Background: an optimization exercise with open tools, aiming at a short achievable clock period and few clock cycles. Do not read the settings as production practice. In this exercise RTL edits were held to simulation tests only and were not proved equivalent to the original.

==> v22 <==
==> flow/design.v <==
package cpuPkg;
  localparam int DataWidth    = 16;
  localparam int RegAddrWidth = 3;
  localparam int DmemDepth    = 256;
  localparam int OpcodeWidth  = 5;
  localparam logic [OpcodeWidth-1:0] OpHalt = 5'b00000;
  localparam logic [OpcodeWidth-1:0] OpNop  = 5'b00001;
  localparam logic [OpcodeWidth-1:0] OpAddi = 5'b01000;
  localparam logic [OpcodeWidth-1:0] OpSubi = 5'b01001;
  localparam logic [OpcodeWidth-1:0] OpBeqz = 5'b01100;
  localparam logic [OpcodeWidth-1:0] OpBnez = 5'b01101;
  localparam logic [OpcodeWidth-1:0] OpSt   = 5'b10000;
  localparam logic [OpcodeWidth-1:0] OpLd   = 5'b10001;
  localparam logic [OpcodeWidth-1:0] OpAlu  = 5'b11011;
  localparam logic [1:0] FnAdd = 2'd0;
  localparam logic [1:0] FnSub = 2'd1;
  localparam logic [1:0] FnXor = 2'd2;
  localparam logic [1:0] FnAnd = 2'd3;
  localparam logic [1:0] FwdNone  = 2'd0;
  localparam logic [1:0] FwdExMem = 2'd1;
  localparam logic [1:0] FwdMemWb = 2'd2;
  typedef union packed {
    struct packed {
      logic [OpcodeWidth-1:0]  opcode;
      logic [RegAddrWidth-1:0] rs;
      logic [RegAddrWidth-1:0] rt;
      logic [RegAddrWidth-1:0] rd;
      logic [1:0]              funct;
    } r;
    struct packed {
      logic [OpcodeWidth-1:0]  opcode;
      logic [RegAddrWidth-1:0] rs;
      logic [RegAddrWidth-1:0] rd;
      logic [4:0]              imm5;
    } i;
    struct packed {
      logic [OpcodeWidth-1:0]  opcode;
      logic [RegAddrWidth-1:0] rs;
      logic [7:0]              imm8;
    } b;
  } instrT;
endpackage
`timescale 1ns/1ps
module pipelineCpu (
  input  logic        clk,
  input  logic        rst,
  output logic [15:0] imemAddr,
  input  logic [15:0] imemData,
  output logic        wbValid,
  output logic [2:0]  wbReg,
  output logic [15:0] wbData,
  output logic        halted
);
  function automatic logic [15:0] ksAdd(input logic [15:0] a, input logic [15:0] b);
    logic [15:0] gg;
    logic [15:0] tt;
    logic [15:0] g2;
    logic [15:0] t2;
    gg = a & b;
    tt = a | b;
    for (int d = 1; d < 16; d = d * 2) begin
      g2 = gg;
      t2 = tt;
      for (int i = d; i < 16; i++) begin
        g2[i] = gg[i] | (tt[i] & gg[i - d]);
        t2[i] = tt[i] & tt[i - d];
      end
      gg = g2;
      tt = t2;
    end
    ksAdd = a ^ b ^ {gg[14:0], 1'b0};
  endfunction
  function automatic logic [15:0] sumDecode(input logic [3:0] x, input logic [3:0] y,
                                            input logic cin);
    logic [3:0] k;
    logic       c;
    logic       ok;
    for (int v = 0; v < 16; v++) begin
      k  = 4'(v);
      c  = cin;
      ok = 1'b1;
      for (int i = 0; i < 4; i++) begin
        ok = ok && ((x[i] ^ y[i] ^ k[i]) == c);
        c  = (x[i] && y[i]) || ((x[i] || y[i]) && !k[i]);
      end
      sumDecode[v] = ok;
    end
  endfunction
  function automatic logic carry5(input logic [4:0] x, input logic [4:0] y);
    logic [4:0] g;
    logic [4:0] t;
    g = x & y;
    t = x | y;
    carry5 = g[4] | (t[4] & g[3]) | (&t[4:3] & g[2]) | (&t[4:2] & g[1]) | (&t[4:1] & g[0]);
  endfunction
  function automatic logic [21:0] wordSelect(input logic [8:0] base, input logic [4:0] imm);
    wordSelect = {base[8:5], imm[4], carry5(base[4:0], imm),
                  sumDecode(base[4:1], imm[4:1], base[0] && imm[0])};
  endfunction
  logic [15:1]        pc;          
  logic               haltLatched;
  logic [7:0][15:0]   regFile;
  logic [255:0][15:0] dmem;
  logic         eValid;
  logic         eRegWrite;
  logic         eHalt;
  logic         eLoad;
  logic         eIsSum;     
  logic         eIsXor;
  logic         eIsAnd;
  logic         eSub;       
  logic [2:0]   eRd;
  logic [15:0]  eA;         
  logic [15:0]  eB;         
  logic         eSelAM;     
  logic         eSelBM;     
  logic         eFastZero;  
  logic [15:0]  eLo;        
  logic [3:0]   eHiBase;    
  logic         eHiSign;    
  logic         eHiCarry;   
  logic         eStore;
  logic [15:0]  eHi;        
  logic              mValid;
  logic              mRegWrite;
  logic              mHalt;
  logic              mLoad;
  logic [2:0]        mRd;
  logic [15:0]       mAlu;
  logic [15:0]       mAluN;
  logic [15:0][15:0] mRow;    
  logic [15:0]       mGroup;  
  logic [15:0]       mResult;
  logic [15:0]       wbDataN;   
  logic [15:0]       loadData;
  logic [4:0]   fOp;
  logic [2:0]   fRs;
  logic [2:0]   fRt;
  logic [2:0]   fRd;
  logic         fRegWrite;
  logic         fLoad;
  logic         fStore;
  logic         fBr;
  logic         fHalt;
  logic         fAluImm;
  logic         fSub;
  logic         fXor;
  logic         fAnd;
  logic [15:0]  fImm;
  logic [15:0]  rfRs;
  logic [15:0]  rfRt;
  logic [7:0]   rfZero;
  logic [15:0]  fRsData;
  logic [15:0]  fRtData;
  logic [21:0]  fWord;
  logic         fRsFromE;
  logic         fRsFromM;
  logic         fRsFromW;
  logic         fRtFromE;
  logic         fRtFromM;
  logic         fRtFromW;
  logic         fRsZero;
  logic         stall;
  logic         fGo;
  logic         eResZero;
  logic [15:1]  pcN;        
  logic [15:1]  pcN1;
  logic [8:0]   fOffP1;
  logic [15:1]  pcHold;
  logic [15:1]  fT;
  logic [15:1]  fT1;
  logic [15:1]  pcNIfZero;
  logic [15:1]  pcNIfNonZero;
  logic         fTakenIfZero;
  logic         fTakenIfNonZero;
  logic         fBrZero;
  logic [15:1]  pcIfZero;
  logic [15:1]  pcIfNonZero;
  assign fOp = imemData[15:11];
  assign fRs = imemData[10:8];
  assign fRt = imemData[7:5];
  always_comb begin
    fRegWrite = 1'b0;
    fLoad     = 1'b0;
    fStore    = 1'b0;
    fBr       = 1'b0;
    fHalt     = 1'b0;
    fAluImm   = 1'b1;
    fSub      = 1'b0;
    fXor      = 1'b0;
    fAnd      = 1'b0;
    fRd       = imemData[7:5];
    case (fOp)
      cpuPkg::OpAlu: begin
        fRegWrite = 1'b1;
        fAluImm   = 1'b0;
        fSub      = imemData[1:0] == 2'd1;
        fXor      = imemData[1:0] == 2'd2;
        fAnd      = imemData[1:0] == 2'd3;
        fRd       = imemData[4:2];
      end
      cpuPkg::OpAddi: fRegWrite = 1'b1;
      cpuPkg::OpSubi: begin
        fRegWrite = 1'b1;
        fSub      = 1'b1;
      end
      cpuPkg::OpLd: begin
        fRegWrite = 1'b1;
        fLoad     = 1'b1;
      end
      cpuPkg::OpSt: begin
        fStore    = 1'b1;
        fAluImm   = 1'b0;
      end
      cpuPkg::OpBeqz, cpuPkg::OpBnez: fBr = 1'b1;
      cpuPkg::OpHalt: fHalt  = 1'b1;
      default: ;
    endcase
  end
  assign fImm = {{11{imemData[4]}}, imemData[4:0]};
  assign fRsFromE = eValid && eRegWrite && eRd == fRs;
  assign fRtFromE = eValid && eRegWrite && eRd == fRt;
  assign fRsFromM = mValid && mRegWrite && mRd == fRs;
  assign fRtFromM = mValid && mRegWrite && mRd == fRt;
  assign fRsFromW = wbValid && wbReg == fRs;
  assign fRtFromW = wbValid && wbReg == fRt;
  always_comb begin
    rfRs = 16'd0;
    rfRt = 16'd0;
    for (int r = 0; r < 8; r++) begin
      rfRs      = rfRs | (regFile[r] & {16{fRs == 3'(r)}});
      rfRt      = rfRt | (regFile[r] & {16{fRt == 3'(r)}});
      rfZero[r] = regFile[r] == 16'd0;
    end
  end
  assign fRsData = fRsFromM ? mResult : fRsFromW ? ~wbDataN : rfRs;
  assign fRtData = fRtFromM ? mResult : fRtFromW ? ~wbDataN : rfRt;
  assign fWord = fRsFromM ? wordSelect(mAlu[8:0], imemData[4:0]) :
                 fRsFromW ? wordSelect(~wbDataN[8:0], imemData[4:0]) :
                            wordSelect(rfRs[8:0], imemData[4:0]);
  assign fRsZero = fRsFromM ? mAlu == 16'd0 :
                   fRsFromW ? wbDataN == 16'hffff : rfZero[fRs];
  assign stall = (eLoad && ((fRsFromE && (fRegWrite || fStore || fBr)) ||
                            (fRtFromE && !fAluImm))) ||
                 (fRsFromE && (fLoad || fStore || (fBr && !eFastZero))) ||
                 (fRsFromM && !fRsFromE && mLoad && (fLoad || fStore || fBr));
  assign fGo   = !haltLatched && !stall;
  assign imemAddr = {pc, 1'b0};
  assign pcN1[1] = ~pcN[1];
  for (genvar i = 2; i < 16; i++) begin : gPcInc
    assign pcN1[i] = pcN[i] ^ (&pcN[i - 1:1]);
  end
  assign pcHold = pcN - 15'd1;
  assign fT   = pcN + {{7{imemData[7]}}, imemData[7:0]};
  assign fOffP1 = {imemData[7], imemData[7:0]} + 9'd1;
  assign fT1    = pcN + {{6{fOffP1[8]}}, fOffP1};
  assign fTakenIfZero    = fBr && !fOp[0];
  assign fTakenIfNonZero = fBr && fOp[0];
  assign fBrZero         = fRsFromE ? eResZero : fRsZero;
  always_comb begin
    if (rst) begin
      pcIfZero     = 15'd0;
      pcIfNonZero  = 15'd0;
      pcNIfZero    = 15'd1;
      pcNIfNonZero = 15'd1;
    end else if (!fGo || fHalt) begin
      pcIfZero     = pcHold;
      pcIfNonZero  = pcHold;
      pcNIfZero    = pcN;
      pcNIfNonZero = pcN;
    end else begin
      pcIfZero     = fTakenIfZero ? fT : pcN;
      pcIfNonZero  = fTakenIfNonZero ? fT : pcN;
      pcNIfZero    = fTakenIfZero ? fT1 : pcN1;
      pcNIfNonZero = fTakenIfNonZero ? fT1 : pcN1;
    end
  end
  logic [15:0] opA;
  logic [15:0] opB;
  logic [15:0] aluOut;
  logic [15:0] opAt;
  assign opAt = eSelAM ? ~mAluN : eA;
  assign opA  = opAt ^ {16{eSub}};
  assign opB = eSelBM ? ~mAluN : eB;
  assign eResZero = eA == eB;
  assign eHi      = sumDecode(eHiBase, {4{eHiSign}}, eHiCarry);
  assign aluOut = ({16{eIsSum}} & (ksAdd(opA, opB) ^ {16{eSub}})) |
                  ({16{eIsXor}} & (opAt ^ opB)) |
                  ({16{eIsAnd}} & (opAt & opB));
  always_ff @(posedge clk) begin
    pc  <= fBrZero ? pcIfZero : pcIfNonZero;
    pcN <= fBrZero ? pcNIfZero : pcNIfNonZero;
  end
  always_ff @(posedge clk) begin
    if (rst) begin
      haltLatched <= 1'b0;
    end else if (fGo) begin
      haltLatched <= fHalt;
    end
  end
  always_ff @(posedge clk) begin
    if (rst) begin
      eValid    <= 1'b0;
      eRegWrite <= 1'b0;
      eHalt     <= 1'b0;
      eLoad     <= 1'b0;
      eStore    <= 1'b0;
    end else begin
      eValid    <= fGo;
      eRegWrite <= fGo && fRegWrite;
      eHalt     <= fGo && fHalt;
      eLoad     <= fGo && fLoad;
      eStore    <= fGo && fStore;
    end
  end
  always_ff @(posedge clk) begin
    eIsXor  <= fXor;
    eIsAnd  <= fAnd;
    eIsSum  <= !(fXor || fAnd);
    eSub    <= fSub;
    eRd     <= fRd;
    eA      <= fRsData;
    eB      <= fAluImm ? fImm : fRtData;
    eSelAM  <= fRsFromE;
    eSelBM  <= !fAluImm && fRtFromE;
    eFastZero <= (fXor || fSub) && !fRsFromE && (fAluImm || !fRtFromE);
    eLo      <= fWord[15:0];
    eHiCarry <= fWord[16];
    eHiSign  <= fWord[17];
    eHiBase  <= fWord[21:18];
  end
  always_ff @(posedge clk) begin
    for (int h = 0; h < 16; h++) begin
      for (int l = 0; l < 16; l++) begin
        if (eStore && eHi[h] && eLo[l]) dmem[h * 16 + l] <= opB;
      end
    end
  end
  always_ff @(posedge clk) begin
    if (rst) begin
      mValid    <= 1'b0;
      mRegWrite <= 1'b0;
      mHalt     <= 1'b0;
      mLoad     <= 1'b0;
    end else begin
      mValid    <= eValid;
      mRegWrite <= eRegWrite;
      mHalt     <= eHalt;
      mLoad     <= eLoad;
    end
  end
  always_ff @(posedge clk) begin
    mRd      <= eRd;
    mAlu     <= aluOut;
    mAluN    <= ~aluOut;
    for (int h = 0; h < 16; h++) begin
      logic [15:0] row;
      row = 16'd0;
      for (int l = 0; l < 16; l++) begin
        row = row | (dmem[h * 16 + l] & {16{eLo[l]}});
      end
      mRow[h] <= row;
    end
    mGroup <= eHi;
  end
  always_comb begin
    loadData = 16'd0;
    for (int h = 0; h < 16; h++) begin
      loadData = loadData | (mRow[h] & {16{mGroup[h]}});
    end
  end
  assign mResult = mLoad ? loadData : mAlu;
  always_ff @(posedge clk) begin
    if (rst) begin
      wbValid <= 1'b0;
      halted  <= 1'b0;
    end else begin
      wbValid <= mValid && mRegWrite;
      halted  <= halted || (mValid && mHalt) ||
                 (eValid && eHalt && !(mValid && mRegWrite)) ||
                 (fGo && fHalt && !(eValid && eRegWrite) && !(mValid && mRegWrite));
    end
  end
  always_ff @(posedge clk) begin
    wbReg  <= mRd;
    wbData  <= mResult;
    wbDataN <= ~mResult;
  end
  always_ff @(posedge clk) begin
    if (wbValid) begin
      regFile[wbReg] <= ~wbDataN;
    end
  end
endmodule
==> flow/run.sh <==
#!/bin/bash
# synth_recipe.tcl (not shown) runs the flow's synth.tcl, then flattens the netlist and writes it again
# the make line also repeats each setting of config.mk as NAME=value (left out here)
make -C /OpenROAD-flow-scripts/flow DESIGN_CONFIG=/design/flow/config.mk WORK_HOME=/design/flow/orfs CLKGATE_MAP_FILE= SYNTH_SCRIPT=/design/flow/synth_recipe.tcl finish
==> flow/config.mk <==
export PLATFORM = sky130hd
export DESIGN_NAME = pipelineCpu
export DESIGN_NICKNAME = pipelineCpu
export VERILOG_FILES = /design/flow/design.v
export SDC_FILE = /design/flow/constraint.sdc
export NUM_CORES = 4
export LEC_CHECK = 0
export CAP_MARGIN = 25
export CORE_MARGIN = 2
export CORE_UTILIZATION = 60
export SETUP_SLACK_MARGIN = 2.9
export SLEW_MARGIN = 30
export TNS_END_PERCENT = 100
==> flow/constraint.sdc <==
create_clock -name core_clock -period 5.5 [get_ports {clk}]
set_input_delay 1.1000 -clock core_clock [delete_from_list [all_inputs] [get_ports {clk}]]
set_output_delay 1.1000 -clock core_clock [all_outputs]
set_load 0.01 [all_outputs]
==> inputs of v6, as changes to v22 <==
--- a/flow/design.v
+++ b/flow/design.v
@@ -128,9 +128,7 @@
   logic [2:0]        mRd;
   logic [15:0]       mAlu;
-  logic [15:0]       mAluN;
   logic [15:0][15:0] mRow;    
   logic [15:0]       mGroup;  
   logic [15:0]       mResult;
-  logic [15:0]       wbDataN;   
   logic [15:0]       loadData;
   logic [4:0]   fOp;
@@ -166,6 +164,4 @@
   logic [15:1]  pcN;        
   logic [15:1]  pcN1;
-  logic [8:0]   fOffP1;
-  logic [15:1]  pcHold;
   logic [15:1]  fT;
   logic [15:1]  fT1;
@@ -234,11 +230,11 @@
     end
   end
-  assign fRsData = fRsFromM ? mResult : fRsFromW ? ~wbDataN : rfRs;
-  assign fRtData = fRtFromM ? mResult : fRtFromW ? ~wbDataN : rfRt;
+  assign fRsData = fRsFromM ? mResult : fRsFromW ? wbData : rfRs;
+  assign fRtData = fRtFromM ? mResult : fRtFromW ? wbData : rfRt;
   assign fWord = fRsFromM ? wordSelect(mAlu[8:0], imemData[4:0]) :
-                 fRsFromW ? wordSelect(~wbDataN[8:0], imemData[4:0]) :
+                 fRsFromW ? wordSelect(wbData[8:0], imemData[4:0]) :
                             wordSelect(rfRs[8:0], imemData[4:0]);
   assign fRsZero = fRsFromM ? mAlu == 16'd0 :
-                   fRsFromW ? wbDataN == 16'hffff : rfZero[fRs];
+                   fRsFromW ? wbData == 16'd0 : rfZero[fRs];
   assign stall = (eLoad && ((fRsFromE && (fRegWrite || fStore || fBr)) ||
                             (fRtFromE && !fAluImm))) ||
@@ -247,12 +243,7 @@
   assign fGo   = !haltLatched && !stall;
   assign imemAddr = {pc, 1'b0};
-  assign pcN1[1] = ~pcN[1];
-  for (genvar i = 2; i < 16; i++) begin : gPcInc
-    assign pcN1[i] = pcN[i] ^ (&pcN[i - 1:1]);
-  end
-  assign pcHold = pcN - 15'd1;
+  assign pcN1 = pcN + 15'd1;
   assign fT   = pcN + {{7{imemData[7]}}, imemData[7:0]};
-  assign fOffP1 = {imemData[7], imemData[7:0]} + 9'd1;
-  assign fT1    = pcN + {{6{fOffP1[8]}}, fOffP1};
+  assign fT1  = pcN + {{7{imemData[7]}}, imemData[7:0]} + 15'd1;
   assign fTakenIfZero    = fBr && !fOp[0];
   assign fTakenIfNonZero = fBr && fOp[0];
@@ -265,6 +256,6 @@
       pcNIfNonZero = 15'd1;
     end else if (!fGo || fHalt) begin
-      pcIfZero     = pcHold;
-      pcIfNonZero  = pcHold;
+      pcIfZero     = pc;
+      pcIfNonZero  = pc;
       pcNIfZero    = pcN;
       pcNIfNonZero = pcN;
@@ -280,7 +271,7 @@
   logic [15:0] aluOut;
   logic [15:0] opAt;
-  assign opAt = eSelAM ? ~mAluN : eA;
+  assign opAt = eSelAM ? mAlu : eA;
   assign opA  = opAt ^ {16{eSub}};
-  assign opB = eSelBM ? ~mAluN : eB;
+  assign opB = eSelBM ? mAlu : eB;
   assign eResZero = eA == eB;
   assign eHi      = sumDecode(eHiBase, {4{eHiSign}}, eHiCarry);
@@ -353,5 +344,4 @@
     mRd      <= eRd;
     mAlu     <= aluOut;
-    mAluN    <= ~aluOut;
     for (int h = 0; h < 16; h++) begin
       logic [15:0] row;
@@ -384,10 +374,9 @@
   always_ff @(posedge clk) begin
     wbReg  <= mRd;
-    wbData  <= mResult;
-    wbDataN <= ~mResult;
+    wbData <= mResult;
   end
   always_ff @(posedge clk) begin
     if (wbValid) begin
-      regFile[wbReg] <= ~wbDataN;
+      regFile[wbReg] <= wbData;
     end
   end
--- a/flow/config.mk
+++ b/flow/config.mk
@@ -6,8 +6,8 @@
 export NUM_CORES = 4
 export LEC_CHECK = 0
-export CAP_MARGIN = 25
+export CAP_MARGIN = 20
 export CORE_MARGIN = 2
 export CORE_UTILIZATION = 60
 export SETUP_SLACK_MARGIN = 2.9
-export SLEW_MARGIN = 30
+export SLEW_MARGIN = 20
 export TNS_END_PERCENT = 100
==> impl_metrics.ini <==
[outcome]
run_status = finished with violations
check-failures = max-slew violations

[worst_setup_path]
slowest_stage = dfxtp_4

[sta]
slew_violations = 48

[yosys]
synthDistinctLibCells = 80
The numbers above come from v6.

==> impl_metrics.ini <==
[outcome]
run_status = finished clean

[sta]
slew_violations = 0

[yosys]
synthDistinctLibCells = 78

[worst_setup_path]
slowest_stage = o41a_1
The numbers above come from v22.

Testbench counts of v22, summed over its fixed seeds: cycles 79,610.
Testbench counts of v6, summed over its fixed seeds: cycles 79,610.

-- re-timing with driven ports --
In the flow no input, the clock included, has a driving cell. The finished layouts below were timed again as built, in two steps. Step 1 assumes that a clkbuf_16 drives the clock port and a buf_2 every other input. Step 2, shift: input delay + t, output delay - t, t = (earliest + latest rising clock arrival at the registers) / 2. This alone moves slack from input paths to output paths. Slacks: ideal ports / drivers / drivers and shift; pairs: ideal ports / drivers.
run	t (ns)	setup WS [ns]	latest minus earliest clock arrival (ns)	worst slew at a driven data input, ns
v22	1.093	2.412 / 2.412 / 1.507	0.088 / 0.089	0.13
v6	1.065	2.268 / 2.268 / 1.610	0.081 / 0.081	0.19
The setup slack of v22, which loses most, moves by 0.000 ns with the drivers and by -0.905 ns with both steps.
